Context: an optimization exercise on an open-source flow, tuned for a short achievable clock period and few clock cycles per item. The choices shown serve that exercise and are no tape-out recipe.
Power and IR drop assume default switching activity.

Setup of alpha:
## lc3Core
module lc3Core
#(
    parameter logic [15:0] resetPc = 16'h3000
)(
    input  logic         clk,
    input  logic         reset,
    input  logic [15:0]  memRData,
    output logic [15:0]  memAddr,
    output logic [15:0]  memWData,
    output logic         memWe,
    output logic [15:0]  pc,
    output logic         retire,
    output logic [127:0] regView,
    output logic [2:0]   nzp
);
export LEC_CHECK = 0
export ABC_CLOCK_PERIOD_IN_PS = 1000
export CAP_MARGIN = 20
export CORE_MARGIN = 2
export CORE_UTILIZATION = 40
export SLEW_MARGIN = 20
export SYNTH_HIERARCHICAL = 1
create_clock -name core_clock -period 8.0 [get_ports {clk}]
standard.sh (not shown) runs the stock make flow with config.mk's settings and CLKGATE_MAP_FILE= SYNTH_SCRIPT=/design/flow/synth_recipe.tcl, a recipe that flattens the netlist after the stock synthesis.
==> flow/flow/run.sh <==
#!/bin/bash
set -euo pipefail
export SETUP_SLACK_MARGIN=6
bash standard.sh > standard.log 2>&1
Relative to alpha, the following input files were edited for beta:
--- a/flow/design.v
+++ b/flow/design.v
@@ -140,67 +140,16 @@
     assign nzpMem = ldCyc ? nzpLd : nzpR;
     assign nzpNext = memCyc ? nzpMem : nzpE;
     assign mTaken = oBr && |(irMask & nzpMem);
     assign takeM = memCyc && !stHit && oBr && !ldCyc && |(irMask & nzpR);
     assign pre  = !block && !memCyc && !weE && fOp == 4'b0000;
     assign tR   = |(fMask & nzpR);
     assign take = pre && tR;
 endmodule
-module lc3PcRelNext
-(
-    input  logic [15:0] addr,
-    input  logic [8:0]  off,
-    input  logic        take,
-    input  logic [15:0] alt,
-    output logic [15:0] y
-);
-    logic [8:0] p, g0;
-    logic [8:0] g [0:4];
-    logic [8:0] pp [0:4];
-    logic [9:0] c;           
-    logic [6:0] hiM, hiP, hiC0, hiC1;
-    logic [15:0] in0, in1;
-    assign p  = addr[8:0] ^ off;
-    assign g0 = addr[8:0] & off;
-    always_comb
-    begin
-        g[0] = g0;
-        pp[0] = p;
-        g[0][0] = addr[0] | off[0];  
-        for (int l = 0; l < 4; l++)
-        begin
-            for (int i = 0; i < 9; i++)
-            begin
-                if (i >= (1 << l))
-                begin
-                    g[l+1][i]  = g[l][i] | (pp[l][i] & g[l][i - (1 << l)]);
-                    pp[l+1][i] = pp[l][i] & pp[l][i - (1 << l)];
-                end
-                else
-                begin
-                    g[l+1][i]  = g[l][i];
-                    pp[l+1][i] = pp[l][i];
-                end
-            end
-        end
-        c = {g[4], 1'b1};
-    end
-    assign hiM  = addr[15:9] - 7'd1;
-    assign hiP  = addr[15:9] + 7'd1;
-    assign hiC0 = off[8] ? hiM : addr[15:9];
-    assign hiC1 = off[8] ? addr[15:9] : hiP;
-    assign in0 = take ? {hiC0, p} : alt;
-    assign in1 = take ? {hiC1, ~p} : alt;
-    for (genvar i = 0; i < 9; i++)
-    begin : gLo
-        lc3Mux1 cMux (.sel(c[i]), .a(in0[i]), .b(in1[i]), .y(y[i]));
-    end
-    lc3MuxN #(.W(7)) hiMux (.sel(c[9]), .a(in0[15:9]), .b(in1[15:9]), .y(y[15:9]));
-endmodule
 `timescale 1ns/100ps
 module lc3Core
 #(
     parameter logic [15:0] resetPc = 16'h3000
 )(
     input  logic         clk,
     input  logic         reset,
     input  logic [15:0]  memRData,
@@ -267,18 +216,17 @@
             other = ~opA;
     end
     logic [15:0] andV;
     logic        andZ, notZ;
     assign andV = opA & opB;
     assign andZ = andV == 16'h0000;
     assign notZ = opA == 16'hffff;
     lc3Mux16 resMux (.sel(oAdd), .a(other), .b(sum), .y(result));
-    logic stHitR;
-    assign stHit = weR && stHitR;
+    assign stHit = weR && irValid && (addrR == irAddr);
     logic [3:0]  fOp;
     logic [2:0]  fS1, fS2, fSd;
     logic        fImm, fOff6;
     logic [15:0] fPc1, fPcRel;
     logic [2:0]  nzpNext;
     logic        take, takeM, mTaken;
     assign fOp   = memRData[15:12];
     assign fS1   = memRData[8:6];
@@ -341,17 +289,17 @@
         else
             addrA0 = oJmp ? opA : pcRel;
     end
     lc3AndOr4 addrMx1 (.s0(execMem && oPcMem), .d0(pcRel),
                        .s1(execMem && !oPcMem), .d1(sum),
                        .s2(seqNext), .d2(fPc1),
                        .s3(!execMem && !seqNext), .d3(addrA0), .y(addrA1));
     lc3Mux16 addrMx2 (.sel(takeM),   .a(addrA1), .b(pcRel),  .y(addrA2));
-    lc3PcRelNext addrMx3 (.addr(addrR), .off(memRData[8:0]), .take(take), .alt(addrA2), .y(addrNext));
+    lc3Mux16 addrMx3 (.sel(take),    .a(addrA2), .b(fPcRel), .y(addrNext));
     logic [7:0][15:0] regsHold, regsNext;
     always_comb
     begin
         for (int i = 0; i < 8; i++)
             regsHold[i] = ldWe[i] ? memRData : regs[i];
     end
     for (genvar i = 0; i < 8; i++)
     begin : gWr
@@ -459,14 +407,13 @@
         oWb     <= dOp == 4'b0001 || dOp == 4'b0101 || dOp == 4'b1001 || dOp == 4'b1110;
         oBr     <= dOp == 4'b0000;
         oJmp    <= dOp == 4'b1100;
         oPcMem  <= dOp == 4'b0010 || dOp == 4'b0011;
         oStore  <= dOp == 4'b0011 || dOp == 4'b0111;
         oLoad   <= dOp == 4'b0010 || dOp == 4'b0110;
         useB    <= !dOff6 && !dImm;
         oOff6   <= dOff6;
-        stHitR    <= (oPcMem ? pcRel : sum) == addrR;
         wdR       <= opS;
         ldDr      <= ir[11:9];
         memNextPc <= irPc1;
     end
 endmodule
NOTE: multi-input logic cell count in beta falls short of that of alpha. Net switching fraction of the power (higher): alpha. Looking at critical path depth, beta sits 2 lower than alpha does. Diff alpha -> beta: proportion of cell area spent on the clock network decreased by 0.21 points relative to the old numbers, via count decreased by about 8% relative to the old numbers, maximum cell stage delay along the critical path decreased by 0.24 ns relative to the old numbers, final critical-path setup slack increased by 0.11 ns relative to the old numbers. beta vs. alpha: part of the power in combinational logic decreased 0.6 points; final core area utilization shrank by 0.95 points. beta — signed area change from the synthesized netlist to the final layout 3.2 points lower, alpha as reference. Synthesized netlist cell count for beta: about 5% down relative to alpha.
No functional check of the RTL was part of any run of this note.

== the previous run ==
lc3Core, a different RTL version from the one above (not shown whole).
Size in the first run: roughly 2600 cells after synthesis.
export LEC_CHECK = 0
export ABC_CLOCK_PERIOD_IN_PS = 1000
export CAP_MARGIN = 20
export CORE_MARGIN = 2
export CORE_UTILIZATION = 40
export SLEW_MARGIN = 20
export SYNTH_HIERARCHICAL = 1
create_clock -name core_clock -period 8.0 [get_ports {clk}]
Scripts as last shown in full above: flow/flow/run.sh
[inputs] the current run vs the previous run
-- flow/design.v --
<<< the previous run, line 130
    output logic        take       
);
    logic       n, z, otherN, otherZ, pre, tR, ldZ, tMz, tMnz;
    assign otherN = oAnd ? andN : oNot ? notN : leaN;
    assign otherZ = oAnd ? andZ : oNot ? notZ : leaZ;
>>> the current run, line 130
    output logic        take       
);
    logic       n, z, otherN, otherZ, pre, tR;
    assign otherN = oAnd ? andN : oNot ? notN : leaN;
    assign otherZ = oAnd ? andZ : oNot ? notZ : leaZ;
<<< the previous run, line 141
    assign nzpNext = memCyc ? nzpMem : nzpE;
    assign mTaken = oBr && |(irMask & nzpMem);
    assign ldZ  = ldData == 16'h0000;
    assign tMz  = memCyc && !stHit && oBr && (ldCyc ? irMask[1] : |(irMask & nzpR));
    assign tMnz = memCyc && !stHit && oBr && (ldCyc ? (ldData[15] ? irMask[2] : irMask[0]) : |(irMask & nzpR));
    lc3Mux1 takeMuxM (.sel(ldZ), .a(tMnz), .b(tMz), .y(takeM));
    assign pre  = !block && !memCyc && !weE && fOp == 4'b0000;
    assign tR   = |(fMask & nzpR);
>>> the current run, line 141
    assign nzpNext = memCyc ? nzpMem : nzpE;
    assign mTaken = oBr && |(irMask & nzpMem);
    assign takeM = memCyc && !stHit && oBr && !ldCyc && |(irMask & nzpR);
    assign pre  = !block && !memCyc && !weE && fOp == 4'b0000;
    assign tR   = |(fMask & nzpR);
<<< the previous run, line 334
        .take    (take)
    );
    logic [15:0] addrA0, addrA1, addrA2, addrNext;
    logic seqNext;
    assign seqNext = started && !memCyc && !redirect && !execMem;
>>> the current run, line 331
        .take    (take)
    );
    logic [15:0] addrA0, addrA2, addrNext;
    logic seqNext;
    assign seqNext = started && !memCyc && !redirect && !execMem;
<<< the previous run, line 346
            addrA0 = oJmp ? opA : pcRel;
    end
    logic [15:0] lateV;
    logic        selL;
    lc3AndOr3 addrMx1 (.s0(execMem && oPcMem), .d0(pcRel),
                       .s1(seqNext), .d1(fPc1),
                       .s2(!execMem && !seqNext), .d2(addrA0), .y(addrA1));
    lc3PcRelNext addrMx2 (.addr(addrR), .off(memRData[8:0]), .take(take), .alt(addrA1), .y(addrA2));
    lc3Mux16 lateMx  (.sel(takeM), .a(sum), .b(pcRel), .y(lateV));
    assign selL = takeM || (execMem && !oPcMem);
    lc3Mux16 addrMx3 (.sel(selL),  .a(addrA2), .b(lateV), .y(addrNext));
    logic [7:0][15:0] regsHold, regsNext;
    always_comb
>>> the current run, line 343
            addrA0 = oJmp ? opA : pcRel;
    end
    lc3AndOr4 addrMx1 (.s0((execMem && oPcMem) || takeM), .d0(pcRel),
                       .s1(execMem && !oPcMem), .d1(sum),
                       .s2(seqNext), .d2(fPc1),
                       .s3(!execMem && !seqNext && !takeM), .d3(addrA0), .y(addrA2));
    lc3PcRelNext addrMx3 (.addr(addrR), .off(memRData[8:0]), .take(take), .alt(addrA2), .y(addrNext));
    logic [7:0][15:0] regsHold, regsNext;
    always_comb
<<< the previous run, line 456
        if (memCyc)
        begin
            irDefer <= 1'b0;
            pcRel   <= irPcRel;
            pcRelZ  <= {{7{ir[8]}}, ir[8:0]} == ~irAddr;
>>> the current run, line 449
        if (memCyc)
        begin
            irDefer <= ldCyc;
            pcRel   <= irPcRel;
            pcRelZ  <= {{7{ir[8]}}, ir[8:0]} == ~irAddr;
--- outcome ---
- The current run completed; timing, DRC and antenna clean
- Diff the previous run -> the current run | number of fillers in the final layout | decrease of about 4%
- When the current run is measured against the previous run, its clock tree cell share of total cell area turns out 0.35 points higher.
- On pin count of the biggest net entering global routing, the higher figure sits with the previous run, not the current run.
- The current run: count of clock buffers in the final design higher than the previous run
- The via count of the first global-routing pass of the current run exceeds that of the previous run by about 1%.
- Between the current run and the previous run, the difference in filler-free cell count of the finished design is negligible.
- The current run: number of optimization iterations in the first detailed-route pass is 1 higher than what the previous run reported.
- Design area, the current run vs the previous run: up slightly
- For power per cell area, the previous run and the current run come out practically identical.
- Post-place instance area of the current run is on par with the previous run.
- Compared to the previous run, the routing of the current run uses more wire.
- Looking at cell with the biggest individual delay on the critical path, the a221oi_4 result is from the current run; the a222oi_1 one comes from the previous run.
- Maximum operating frequency for the current run: 4.8% up relative to the previous run
- The core of the current run is more densely filled than that of the previous run.
- The current run vs the previous run on number of buffer and inverter instances along the worst setup path: the current run is the lower one.
No run of this note included a check of the RTL's function; only the layout flow was run.

port drivers added, routing unchanged:
How much do the figures lean on ideal ports? The routed layouts below were timed once more, with nothing changed but the port constraints.
Step 1 sets driving cells, clkbuf_16 on the clock port and buf_2 on the other inputs (assumed; they add their load-dependent delay and slew).
Step 2 times the ports against the registers' clock, not the clock port: input delays grow and output delays shrink by t, the midpoint of the rising clock arrivals with the driver on.
Three values: ideal, step 1, step 2; two values: the first two.
| run | shift t [ns] | setup WS [ns] | worst setup path after step 2 | worst slew at a driven data input, ns |
|---|---|---|---|---|
| alpha | 0.689 | 4.905 / 4.905 / 4.448 | input to register | 0.23 |
| beta | 0.689 | 5.019 / 5.038 / 4.349 | input to register | 0.10 |
| the previous run | 0.706 | 4.825 / 4.850 / 4.144 | input to register | 0.09 |
| the current run | 0.704 | 4.971 / 4.971 / 4.353 | input to register | 0.28 |
After both steps every run listed still meets setup and hold. For the previous run, which loses most, drivers alone change the setup slack by +0.025 ns; drivers and shift together by -0.681 ns.
